Background: an optimization exercise with open tools, aiming at small area, a short achievable clock period and few clock cycles per item. Do not read the settings as production practice.
Function was checked by simulation only, so behaviour that the tests miss may differ from the original.

## flow/design.v (module list and top-level ports; edited modules follow where they fit)
// module apbRegs: 65 lines
// module frameSequencer: 112 lines
// module chromaUpsampler: 58 lines
// module chromaFilter: 294 lines
// module colourConverter: 1045 lines
// module rgbWriter: 36 lines
// module colourTop: 103 lines
module colourTop (
	input logic CLOCK_50_I,
	input logic resetn,
	input logic [3:0] paddr,
	input logic psel,
	input logic penable,
	input logic pwrite,
	input logic [31:0] pwdata,
	output logic [31:0] prdata,
	output logic pready,
	output logic pslverr,
	output logic memRdEn,
	output colourPkg::addr_t memRdAddr,
	input colourPkg::word_t memRdData,
	output logic memWrEn,
	output colourPkg::addr_t memWrAddr,
	output colourPkg::word_t memWrData
);
  // ...
==> flow/run.sh <==
#!/bin/bash
# synth_recipe.tcl (not shown) runs the flow's synth.tcl, then flattens the netlist and writes it again
# the make line also repeats each setting of config.mk as NAME=value (left out here)
make -C /OpenROAD-flow-scripts/flow DESIGN_CONFIG=/design/flow/config.mk WORK_HOME=/design/flow/orfs CLKGATE_MAP_FILE= SYNTH_SCRIPT=/design/flow/synth_recipe.tcl finish
==> flow/config.mk <==
export PLATFORM = sky130hd
export DESIGN_NAME = colourTop
export DESIGN_NICKNAME = colourTop
export VERILOG_FILES = /design/flow/design.v
export SDC_FILE = /design/flow/constraint.sdc
export NUM_CORES = 4
export LEC_CHECK = 0
export CAP_MARGIN = 20
export CORE_MARGIN = 2
export CORE_UTILIZATION = 40
export PLACE_DENSITY = 0.6
export SETUP_SLACK_MARGIN = 4.5
export SLEW_MARGIN = 20
==> flow/constraint.sdc <==
create_clock -name core_clock -period 9.0 [get_ports {CLOCK_50_I}]
set_input_delay 1.8000 -clock core_clock [delete_from_list [all_inputs] [get_ports {CLOCK_50_I}]]
set_output_delay 1.8000 -clock core_clock [all_outputs]
set_load 0.01 [all_outputs]
==> run notes, run 1 <==
- The run finished with no timing, DRC or antenna violations.
- The relative area of clock buffers and inverters in the final design is 0.0492.
- The total placed instance area is 27600 um2.
- The end point of the critical path is writer.memWrData[7].
- The share of the synthesized netlist area taken by xor and xnor gates is 0.0604.
- In this run the count of I/O pins placed on the die edge is 145.
- The endpoint type of the worst setup path is a flip-flop.
- After synthesis, the largest family of logic cells by area is adder cells.
- The worst-case clock skew is 22.9 ps.
- Summed over all layers, the global routing overflow is 0.
- For this run, the slowest stage of the critical path takes 540 ps.
- The first detailed-routing pass took 5 iterations.
- Of the total standard cell area in the layout, the sequential portion is 0.275.
- The clock net in this run drives a total of 370 sinks.
- Registers take 8920 um2.
- Row generation in the floorplan step produced 92 rows.
- The number of buffers inserted by hold repair at cts is 0.
- Counting flops and latches in the post-synthesis netlist gives 370.
- The total of endpoints with negative setup slack in the final report is 0.
- The number of hold violations in the final report is 0.
- The slack of the worst reg-to-reg path is 4230 ps.
- The repair_antennas step left the layout with diodes totalling 0.
- Of all cell types, the one taking the most synthesized area is sky130_fd_sc_hd__dfxtp_1.
- The library cells used most frequently in the layout, excluding fill and tap cells, are sky130_fd_sc_hd__inv_1, sky130_fd_sc_hd__ha_1, sky130_fd_sc_hd__dfxtp_1.
- In this run the critical register-to-register path is launched from seq.ph[2].
- Setup repair after global routing could not meet its margin everywhere.
- In this run the most used layer during global routing was met2.
Testbench counts, summed over its fixed seeds: cycles 921,712, frames 8.
==> inputs of run 2 (changes only) <==
--- a/flow/config.mk
+++ b/flow/config.mk
@@ -10,4 +10,3 @@
 export CORE_UTILIZATION = 40
 export PLACE_DENSITY = 0.6
-export SETUP_SLACK_MARGIN = 4.5
 export SLEW_MARGIN = 20
==> run notes, run 2 <==
- The detailed router finished its first iteration with 1010 violations.
- Gates resized during post-CTS repair numbered 0.
- The number of buffers inserted by hold repair at cts is 0 (unchanged).
- The total DRC errors in the routed layout is 0.
- The synthesized flop and latch total is 370 (unchanged).
- At the end of the flow the core is filled with cells to 0.455.
- The die outline area is 65500 um2.
- The worst setup path is of the flip-flop to flip-flop kind.
- The CTS tree is built.
- A synthesized cell averages 10.2 um2.
- The post-route standard cell area excluding fillers is 28600 um2.
- Once detail routing completed, the nets flagged for antenna violations numbered 0.
- The top cell types in the final layout, fill and taps aside, are sky130_fd_sc_hd__inv_1, sky130_fd_sc_hd__ha_1, sky130_fd_sc_hd__dfxtp_1.
- sky130_fd_sc_hd__dfxtp_1 takes more of the synthesized area than any other cell.
- The clock root buffer master is sky130_fd_sc_hd__clkbuf_16.
- The minimum period implied by the final worst setup slack is 6160 ps.
- The slew at the pin with the worst max-slew slack is 1070 ps.
- The area added between synthesis and finish is 12.8%.
- The H-tree level count is 2.
- The number of antenna cells inserted is 0 (unchanged).
- For this run, the total global-route usage over all layers was measured as 0.187.
- The total of endpoints with negative setup slack in the final report is 0 (unchanged).
- Counting distinct cell types in the post-synthesis netlist gives 98.
- Synthesis handed over a netlist of 2479 instances.
- The initial antenna violation count is 0.
- The clock net sink count was 370 (unchanged).
- The weighted congestion reported at the end of routability-driven placement is 0.898.
- The placed wire-length estimate after detailed placement is 47200 um.
- For the worst setup path, the data required time is 9430 ps.
- The proportion of netlist area held by the largest area contributor is 0.166.
- The sequential cell area is 8900 um2 (-0.29%).
- The total congestion overflow after global routing came to 0 (unchanged).
- Setup repair after global routing left no endpoint under its margin.
- The number of enable-type register cells in the synthesized netlist is 138.
- The number of hold violations in the final report is 0 (unchanged).
- For this configuration, the core starts out at a cell density of 0.404.
- Of all flip-flops after synthesis, the portion carrying an async set or reset was 0.0568.
- The total placed instance area is 27200 um2 (-1.2%).
- The run finished with no timing, DRC or antenna violations.
- For met2 alone, demand over resource in global routing was 0.315.
- The slack of the worst reg-to-reg path is 2840 ps (-1400 ps).
- The worst-case clock buffer depth is 3.
- The I/O pin count was 145 (unchanged).
- The routed layout has 17641 vias.
- The critical path launch point type is a flip-flop.
- The detailed-router iteration count before antenna repair is 5 (unchanged).
- The clock insertion delay at the later pin of the skew report is 560 ps.
- Excluding fillers, the count of instances in the completed layout stands at 3472.
- Tracing the worst setup path back leads to its startpoint at seq.ph[2].
- The height of the die is 256 um.
- The number of setup buffers added after CTS is 0.
- The met3 usage is 0.0261.
- The filler cell count in the final layout is 5885.
- In the synthesized netlist, the cells that appear most often are sky130_fd_sc_hd__inv_1, sky130_fd_sc_hd__ha_1, sky130_fd_sc_hd__dfxtp_1, sky130_fd_sc_hd__fa_1, sky130_fd_sc_hd__nor2_1.
- The final layout contains 3100 nets.
- STA classifies the critical path endpoint as a flip-flop.
- The clock edge transition at the registers on the reported setup and hold paths is 60 ps.
- For this block, the routed nets add up to 60500 um of wire.
- After detailed routing, the number of vias per cell comes to 5.08.
- The site row count came to 92 (unchanged).
- The total standard cell area after synthesis is 25400 um2.
- The class of the tightest hold or removal check is flip-flop to flip-flop.
- The period utilization is 0.685.
- The TritonCTS buffer count is 44.
- The Yosys step of the flow raised 9 warnings.
- Data on the critical path arrives at its endpoint at 6600 ps.
- The summed negative setup slack over all endpoints is 0 ps.
- The worst-case headroom to the max-slew limit is 0.288.
- For this run, the register share of the synthesized area comes to 0.351.
- The largest net degree at the start of global routing is 81.
- The number of global-route vias before repair is 18278.
- The most common cell after layout, fill and taps aside is sky130_fd_sc_hd__inv_1.
- The total area inside the core boundary comes to 62900 um2.
- The worst-case clock skew is 18.8 ps (-4.05 ps).
- The most used routing layer is met2.
- From left edge to right edge, the die measures 256 um.
- In the final layout, the multi-input gates occupy 14800 um2.
- The startpoint identified for the worst register-to-register timing path is seq.ph[2].
- The met1 track demand over resource in global routing is 0.244.
- The first-pass GRT wire length is 97900 um.
- The largest fanout on the critical path is 23.
- The count of input and output buffers is 87.
- The max-cap check violation count is 0.
- The largest registers in the layout are ups.a: 40 flops, ups.b: 40 flops, csc.bPart: 24 flops.
- The library cell with the highest instance count after synthesis is sky130_fd_sc_hd__inv_1.
- In the synthesized netlist the dominant register cell turns out to be sky130_fd_sc_hd__dfxtp_1.
- The max-slew violation total from the final report is 0.
- The average routed wire per standard cell is 17.4 um.
- The worst hold path begins at seq.wrValid.
- The placed instance count is 3391.
- Based on the critical path, the design can be clocked at up to 0.162 GHz.
- The ratio of cells with drive above 1 in the final layout is 0.0586.
- Sorting the synthesized cells by area gives the leading types as sky130_fd_sc_hd__dfxtp_1, sky130_fd_sc_hd__edfxtp_1, sky130_fd_sc_hd__fa_1.
## run 2: cell counts after synthesis
Identical to the previous run, type by type.
## run 2: layout make-up
cell class | instances | share of cell area
inverters | 373 | 0.0490
clock inverters | 13 | 0.00306
repair buffers | 113 | 0.0371
well taps | 846 | 0.0370
flip-flops and latches | 370 | 0.311
clock buffers | 68 | 0.0456
multi-input cells | 1689 | 0.517
## run 2: final timing paths
check | end | depth (start not counted)
worst max register to register | writer.gHeld[4] | 15
worst max-delay path | writer.gHeld[4] | 15
max in group asynchronous | seq.ph[2] | 1
min in group asynchronous | regs.rowCnt[7] | 1
worst min-delay path | writer.memWrEn | 0
worst min register to register | writer.memWrEn | 0
## run 2: through the flow
step                      worst slack [ps]  hold WS, ps
after floorplan                       2670          365
after global placement                3000          382
after detailed placement              2910          396
after CTS                             2870          412
after global routing                  2400          426
final                                 2840          413
## run 2: kinds of logic after synthesis
family / Yosys count / share of synthesized area
muxes: 70 / 0.0290
adders and majority gates: 455 / 0.277
and+or+nand+nor: 503 / 0.0951
buffers and inverters: 444 / 0.0701
DFF: 370 / 0.351
AOI/OAI and AO/OA: 460 / 0.117
xor gates and xnor gates: 175 / 0.0604
other: 2 / 0.000296
## run 2: metal layers
layer  routed length, um  vias up  share of wire
met2               28600      410           0.47
met5                   0        -              0
met3                2600      109          0.043
met4                2080        0          0.034
met1               27100     8547           0.45
li1                    -     8575              -
## run 2: critical path: stages (launching register included)
cell	delay (ps)
sky130_fd_sc_hd__dfrtp_2	790
sky130_fd_sc_hd__mux2i_4	800
sky130_fd_sc_hd__inv_2	330
sky130_fd_sc_hd__ha_1	480
sky130_fd_sc_hd__maj3_1	400
sky130_fd_sc_hd__fa_1	450
sky130_fd_sc_hd__ha_1	360
sky130_fd_sc_hd__o21ai_0	100
sky130_fd_sc_hd__a21oi_1	220
sky130_fd_sc_hd__a211oi_1	120
sky130_fd_sc_hd__a211oi_1	640
sky130_fd_sc_hd__o21ai_1	200
sky130_fd_sc_hd__a21oi_1	330
sky130_fd_sc_hd__a21oi_1	140
sky130_fd_sc_hd__nor3_2	480
sky130_fd_sc_hd__a31o_2	190

[separate check: timing with driven ports]
How much do the figures lean on ideal ports? The routed layouts below were timed once more, with nothing changed but the port constraints.
Step 1, drivers: a clkbuf_16 drives CLOCK_50_I and a buf_2 each remaining input, both assumed.
Step 2 adds t to the input delays and takes it off the output delays; t is the mean of the earliest and latest rising clock arrival at the registers after step 1. Input paths then give back, and output paths get back, about the clock's delay inside the block.
Slacks: ideal / step 1 / step 2; pairs: ideal / step 1.
run | t, ns | setup WS [ns] | worst hold slack (ns) | worst setup path at the end
run 1 | 0.647 | 4.233 / 4.233 / 4.233 | 0.410 / 0.410 / 0.410 | register to register
run 2 | 0.617 | 2.837 / 2.837 / 2.837 | 0.413 / 0.413 / 0.413 | register to register
After both steps setup and hold are still met in every run listed.
